Background: an optimization exercise with open tools, aiming at small area, a short achievable clock period and few clock cycles. Do not read the settings as production practice.
Where RTL was checked, it was by simulation tests only, not by an equivalence proof against the original.
Power and IR drop assume default switching activity.

## lidar_scan_packet_deframer
module lidar_scan_packet_deframer
(
  input  logic        clk,
  input  logic        rst,
  input  logic        s_tvalid,
  output logic        s_tready,
  input  logic [7:0]  s_tdata,
  output logic        m_tvalid,
  input  logic        m_tready,
  output logic [63:0] m_tdata,
  output logic [2:0]  m_tuser,
  output logic        m_tlast,
  input  logic        psel,
  input  logic        penable,
  input  logic        pwrite,
  input  logic [2:0]  paddr,
  input  logic [31:0] pwdata,
  output logic [31:0] prdata,
  output logic        pready
);
For scale: ~2100 cells after synthesis, roughly 150 I/O pins, roughly 33000 µm² of cells after synthesis.
clock: 4.5 ns
lec_check: 0
abc_clock_period_in_ps: 2000
cap_margin: 20
core_margin: 2
core_utilization: 30
cts_cluster_diameter: 100
cts_cluster_size: 30
setup_slack_margin: 2.4
slew_margin: 20
run.sh (not shown) runs the stock make flow with config.mk's settings and CLKGATE_MAP_FILE= SYNTH_SCRIPT=/design/flow/synth_recipe.tcl, a recipe that flattens the netlist after the stock synthesis.
Testbench counts at the start, summed over its fixed seeds: cycles 18,635.
==> next run, changes <==
--- a/flow/design.v
+++ b/flow/design.v
@@ -111,22 +111,29 @@
     .rst          (rst),
     .psel         (psel),
     .penable      (penable),
     .pwrite       (pwrite),
     .paddr        (paddr),
     .pwdata       (pwdata),
     .prdata       (prdata),
     .pready       (pready),
     .sample_limit (sample_limit),
     .count_max    (cmax)
   );
+  function automatic logic [1:0] enc4(input logic [3:0] h);
+    enc4 = {h[2] | h[3], h[1] | h[3]};
+  endfunction
+  function automatic logic [3:0] enc10(input logic [9:0] h);
+    enc10 = {h[8] | h[9], h[4] | h[5] | h[6] | h[7], h[2] | h[3] | h[6] | h[7],
+             h[1] | h[3] | h[5] | h[7] | h[9]};
+  endfunction
   function automatic logic [5:0] inc40(input logic [5:0] p);
     inc40 = (p == 6'd39) ? 6'd0 : p + 6'd1;
   endfunction
   localparam int S_HDR0 = 0, S_HDR1 = 1, S_TYPE = 2, S_COUNT = 3, S_SA_LO = 4,
                  S_SA_HI = 5, S_EA_LO = 6, S_EA_HI = 7, S_CK_LO = 8, S_CK_HI = 9,
                  S_SMP_LO = 10, S_SMP_HI = 11, S_CKERR = 12;
   localparam logic [12:0] ST_HUNT = 13'd1;
   logic       rdy;
   logic       h_v;
   logic [7:0] h_b;
   logic       h_aa, h_55, h_le1, h_eq1, h_cok, h_hiok;
@@ -245,23 +252,28 @@
       if (st[S_SA_HI]) p_sa <= word[15:1];
       if (st[S_EA_HI]) p_ea <= word[15:1];
       if (st[S_SMP_LO]) lo_ok <= (h_b == xsum[7:0]);
     end
   end
   logic       smp_go, cm_any, adv, cfull;
   logic [5:0] rd_nx, cp_nx, rd_p1, wp_p1;
   logic       rd_eq_cp, rd1_eq_cp, wp_eq_rd, wp1_eq_rd;
   assign smp_go    = go && st[S_SMP_HI];
   assign cm_any    = cm1 || (smp_go && good);
   assign adv       = cm1 || (smp_go && !ckerr);    
-  assign rd_p1     = inc40(rd);
+  logic [9:0] rd_g, rd_g1;
+  logic [3:0] rd_s, rd_s1;
+  assign rd_s1 = {rd_s[2:0], rd_s[3]};
+  assign rd_g1 = rd_s[3] ? {rd_g[8:0], rd_g[9]} : rd_g;
+  assign rd    = {enc10(rd_g), enc4(rd_s)};
+  assign rd_p1 = {enc10(rd_g1), enc4(rd_s1)};
   assign wp_p1     = inc40(wp);
   assign rd_nx     = ld ? rd_p1 : rd;
   assign cp_nx     = cm_any ? wp_p1 : cp;
   assign rd_eq_cp  = (rd == cp);
   assign rd1_eq_cp = (rd_p1 == cp);
   assign wp_eq_rd  = (wp == rd);
   assign wp1_eq_rd = (wp_p1 == rd);
   logic full_nx;
   assign full_nx = adv ? (ld ? wp_eq_rd : wp1_eq_rd) : (!(smp_go && ckerr) && full && !ld);
   always_ff @(posedge clk) begin
     if (rst) begin
@@ -294,48 +306,44 @@
   logic [7:0]  ftally;
   logic        rd_smp, rd_last;
   logic [15:0] rd_word;
   assign ld       = nz && (!m_tvalid || m_tready);
   logic pkt_act_nx, at_start_nx;
   assign pkt_act_nx  = (ld && rd_smp) ? !rd_last : pkt_act;
   assign cm_pend_nx  = (go && good) || (cm_pend && !(ld && rd_first));
   assign at_start_nx = (go && good) ? (ld ? rd1_eq_cp : rd_eq_cp)
                                     : (ld ? (rd_p1 == pp_start) : (rd == pp_start));
   assign rd_smp   = pkt_act || rd_first;
   assign rd_last  = pkt_act ? (r_left == 6'd1) : (p_c == 6'd1);
-  logic [9:0] rd_g;
-  logic [3:0] rd_s;
   logic [15:0] sub_word [0:3];
   always_comb begin
     for (int k = 0; k < 4; k++) begin
       sub_word[k] = '0;
       for (int g = 0; g < 10; g++) sub_word[k] = sub_word[k] | (mem[4*g+k] & {16{rd_g[g]}});
     end
     rd_word = '0;
     for (int k = 0; k < 4; k++) rd_word = rd_word | (sub_word[k] & {16{rd_s[k]}});
   end
   always_ff @(posedge clk) begin
     if (rst) begin
-      rd       <= '0;
       rd_g     <= 10'd1;
       rd_s     <= 4'd1;
       cm_pend  <= 1'b0;
       pkt_act  <= 1'b0;
       rd_first <= 1'b0;
       m_tvalid <= 1'b0;
       ftally   <= 8'd255;
     end else begin
       if (ld) begin
-        rd       <= rd_p1;
-        rd_s     <= {rd_s[2:0], rd_s[3]};
-        if (rd_s[3]) rd_g <= {rd_g[8:0], rd_g[9]};
+        rd_s     <= rd_s1;
+        rd_g     <= rd_g1;
         m_tvalid <= 1'b1;
         if (rd_smp) begin
           pkt_act <= pkt_act_nx;
           ftally  <= 8'd0;
         end else if (ftally < 8'd254) begin
           ftally  <= ftally + 8'd1;
         end
       end else if (m_tready) begin
         m_tvalid <= 1'b0;
       end
       cm_pend  <= cm_pend_nx;
Outcome: Sequential share of layout area went down by 0.47 points. Cell count is about the same. Design area barely changes. Routed wire length rises slightly. Area after synthesis stays flat.
Testbench counts after the change, summed over its fixed seeds: cycles 18,635.

* * *

== pepper ==
Another version of the RTL of lidar_scan_packet_deframer (not shown whole).
Size: ~150 I/O pins, roughly 0.034 mm² of cells after synthesis.
==> flow/design.v (excerpt) <==
module lidar_scan_packet_deframer
(
  input  logic        clk,
  input  logic        rst,
  input  logic        s_tvalid,
  output logic        s_tready,
  input  logic [7:0]  s_tdata,
  output logic        m_tvalid,
  input  logic        m_tready,
  output logic [63:0] m_tdata,
  output logic [2:0]  m_tuser,
  output logic        m_tlast,
  input  logic        psel,
  input  logic        penable,
  input  logic        pwrite,
  input  logic [2:0]  paddr,
  input  logic [31:0] pwdata,
  output logic [31:0] prdata,
  output logic        pready
);
  localparam int DEPTH = 40;
  logic [CNT_W-1:0] sample_limit;
  lspd_regs u_regs (
    .clk          (clk),
    .rst          (rst),
    .psel         (psel),
    .penable      (penable),
    .pwrite       (pwrite),
    .paddr        (paddr),
    .pwdata       (pwdata),
    .prdata       (prdata),
    .pready       (pready),
    .sample_limit (sample_limit),
    .count_max    (cmax)
  );
  function automatic logic [5:0] inc40(input logic [5:0] p);
    inc40 = (p == 6'd39) ? 6'd0 : p + 6'd1;
  endfunction
  localparam int S_HDR0 = 0, S_HDR1 = 1, S_TYPE = 2, S_COUNT = 3, S_SA_LO = 4,
                 S_SA_HI = 5, S_EA_LO = 6, S_EA_HI = 7, S_CK_LO = 8, S_CK_HI = 9,
                 S_SMP_LO = 10, S_SMP_HI = 11, S_CKERR = 12;
  ...
make LEC_CHECK=0 ABC_CLOCK_PERIOD_IN_PS=2000 CAP_MARGIN=20 CORE_MARGIN=2 CORE_UTILIZATION=40 SETUP_SLACK_MARGIN=2.3 SLEW_MARGIN=20 finish   # period 4.5 ns
Input changes introduced in fjord (baseline for comparison: pepper):
diff --git a/flow/design.v b/flow/design.v
--- a/flow/design.v
+++ b/flow/design.v
@@ -157,35 +157,36 @@
       h_hiok <= (s_tdata == xsum[15:8]);
     end
   end
   logic [7:0]  held;
   logic [5:0]  p_c;        
   logic        p_t;
   logic [14:0] p_sa, p_ea;
   logic [5:0]  rem;        
   logic        lo_ok;      
   logic [15:0] word;
   logic        err;
   logic [2:0]  code;
-  logic        last;       
+  logic        last;
   logic        good;
   logic        ckerr;
   logic [15:0] mem [0:DEPTH-1];
   logic [5:0]  wp, cp, rd;
   logic [5:0]  used;       
   logic        nz;         
   logic        cm_pend;    
   logic [5:0]  pp_start;   
   logic        ld;         
   assign word  = {h_b, held};
+  assign last  = (rem == 6'd1);
   assign stall = full || (st[S_COUNT] && cm_pend) || st[S_CKERR];
   logic cnt_bad;
   assign cnt_bad = (held[0] && !h_eq1) || !h_cok;
   assign err = (st[S_HDR0] && !h_aa) || (st[S_HDR1] && !h_55) ||
                (st[S_TYPE] && !h_le1) || (st[S_COUNT] && cnt_bad) ||
                ((st[S_SA_LO] || st[S_EA_LO]) && !h_b[0]);
   assign good  = st[S_SMP_HI] && last && lo_ok && h_hiok;
   assign ckerr = st[S_SMP_HI] && last && !(lo_ok && h_hiok);
   always_comb begin
     code = 3'd5;
     if (st[S_HDR0] || st[S_HDR1]) code = 3'd1;
     if (st[S_TYPE]) code = 3'd2;
@@ -225,65 +226,58 @@
                 (go && ckerr) || (used >= 6'd38)));
     end
   end
   always_ff @(posedge clk) begin
     if (go) begin
       held <= h_b;
       if (st[S_HDR0]) xsum <= XOR_SEED;
       if (st[S_COUNT] || st[S_SA_HI] || st[S_EA_HI] || st[S_CK_HI] || st[S_SMP_HI])
         xsum <= xsum ^ word;
       if (st[S_COUNT]) begin
         p_c <= h_b[5:0];
         p_t <= held[0];
-        rem  <= h_b[5:0];
-        last <= (h_b[5:0] == 6'd1);
-      end
-      if (st[S_SMP_HI]) begin
-        rem  <= rem - 6'd1;
-        last <= (rem == 6'd2);
+        rem <= h_b[5:0];
       end
+      if (st[S_SMP_HI]) rem <= rem - 6'd1;
       if (st[S_SA_HI]) p_sa <= word[15:1];
       if (st[S_EA_HI]) p_ea <= word[15:1];
       if (st[S_SMP_LO]) lo_ok <= (h_b == xsum[7:0]);
     end
   end
   logic       smp_go, cm_any, cfull;
   logic [5:0] uc0, uc1, ub, rd_nx, cp_nx;
   assign smp_go = go && st[S_SMP_HI];
   assign cm_any = cm1 || (smp_go && good);
   assign rd_nx  = ld ? inc40(rd) : rd;
   assign cp_nx  = cm_any ? inc40(wp) : cp;
-  logic u_inc;
-  assign u_inc = (go && err) || (smp_go && !ckerr);
   always_comb begin
     if (st[S_CKERR]) begin
       uc0 = ub + 6'd1;     uc1 = ub;
-    end else if (u_inc) begin
+    end else if ((go && err) || (smp_go && !ckerr)) begin
       uc0 = used + 6'd1;   uc1 = used;
     end else begin
       uc0 = used;          uc1 = used - 6'd1;
     end
   end
   always_ff @(posedge clk) begin
     if (rst) begin
       wp    <= '0;
       cp    <= '0;
       used  <= '0;
       full  <= 1'b0;
       nz    <= 1'b0;
       cfull <= 1'b0;
     end else begin
       used  <= ld ? uc1 : uc0;
-      full  <= ld ? (u_inc && full) :
-               st[S_CKERR] ? (ub == 6'd39) : u_inc ? (used == 6'd39) : full;
+      full  <= ld ? (uc1 == 6'd40) : (uc0 == 6'd40);
       cp    <= cp_nx;
       nz    <= cm_any || (cfull && !ld) || (rd_nx != cp);
       cfull <= cm_any ? (cp_nx == rd_nx) : (cfull && !ld);
       if (cm1) begin
         wp <= inc40(wp);
       end else if (smp_go && ckerr) begin
         wp <= cp;
       end else if (smp_go) begin
         wp <= inc40(wp);
       end
     end
   end
## What came out
Die outline width delta (pepper -> fjord): insignificant. Between fjord and pepper, the difference in multi-input combinational gate total is negligible. Detailed route wirelength on metal2 is lower on fjord. Run comparison: fjord critical path launch point m_tready; pepper critical path launch point rd_g[5]$_SDFFE_PP0P_. Non-clock buffer instance count of the final layout ends up lower on pepper. Between pepper and fjord, the flow reports cell internal power dissipation increasing by a few percent. Lower met1 demand-to-capacity share in global routing goes to pepper over fjord. Final cell area: fjord above pepper. Delta (fjord minus pepper): share of the synthesized area in compound gates (AO/OA/AOI/OAI) dropped 0.16 points, highest cell delay on the worst timing path shows a reduction of 0.02 ns, average cell area after synthesis held steady, wire length after detailed routing rose by 840 µm. Across both runs, first-iteration DRC count was lower for fjord than for pepper.
Function was not checked in any run of this note: the RTL went through the layout flow alone.

separate check: timing with driven ports:
How much do the figures lean on ideal ports? The routed layouts below were timed once more, with nothing changed but the port constraints. Step 1, drivers: a clkbuf_16 drives clk and a buf_2 each remaining input, both assumed. Step 2 also shifts input and output timing later by t, the mid clock arrival at the registers, as if the neighbouring blocks saw the same clock. a / b / c = no drivers / after step 1 / after step 2; a / b = the first two.
run	t, ns	setup slack, ns	worst data-port slew with drivers (ns)	pins driven straight from the clock port
the first run of note 1	0.672	2.359 / 2.269 / 1.725	0.13	1
the second run of note 1	0.668	2.339 / 2.260 / 1.777	0.12	1
pepper	0.695	2.141 / 2.141 / 1.748	0.04	1
fjord	0.685	1.906 / 1.907 / 1.253	0.05	1
After both steps every run listed still meets setup and hold. The setup slack of fjord, which loses most, moves by +0.001 ns with the drivers and by -0.653 ns with both steps.
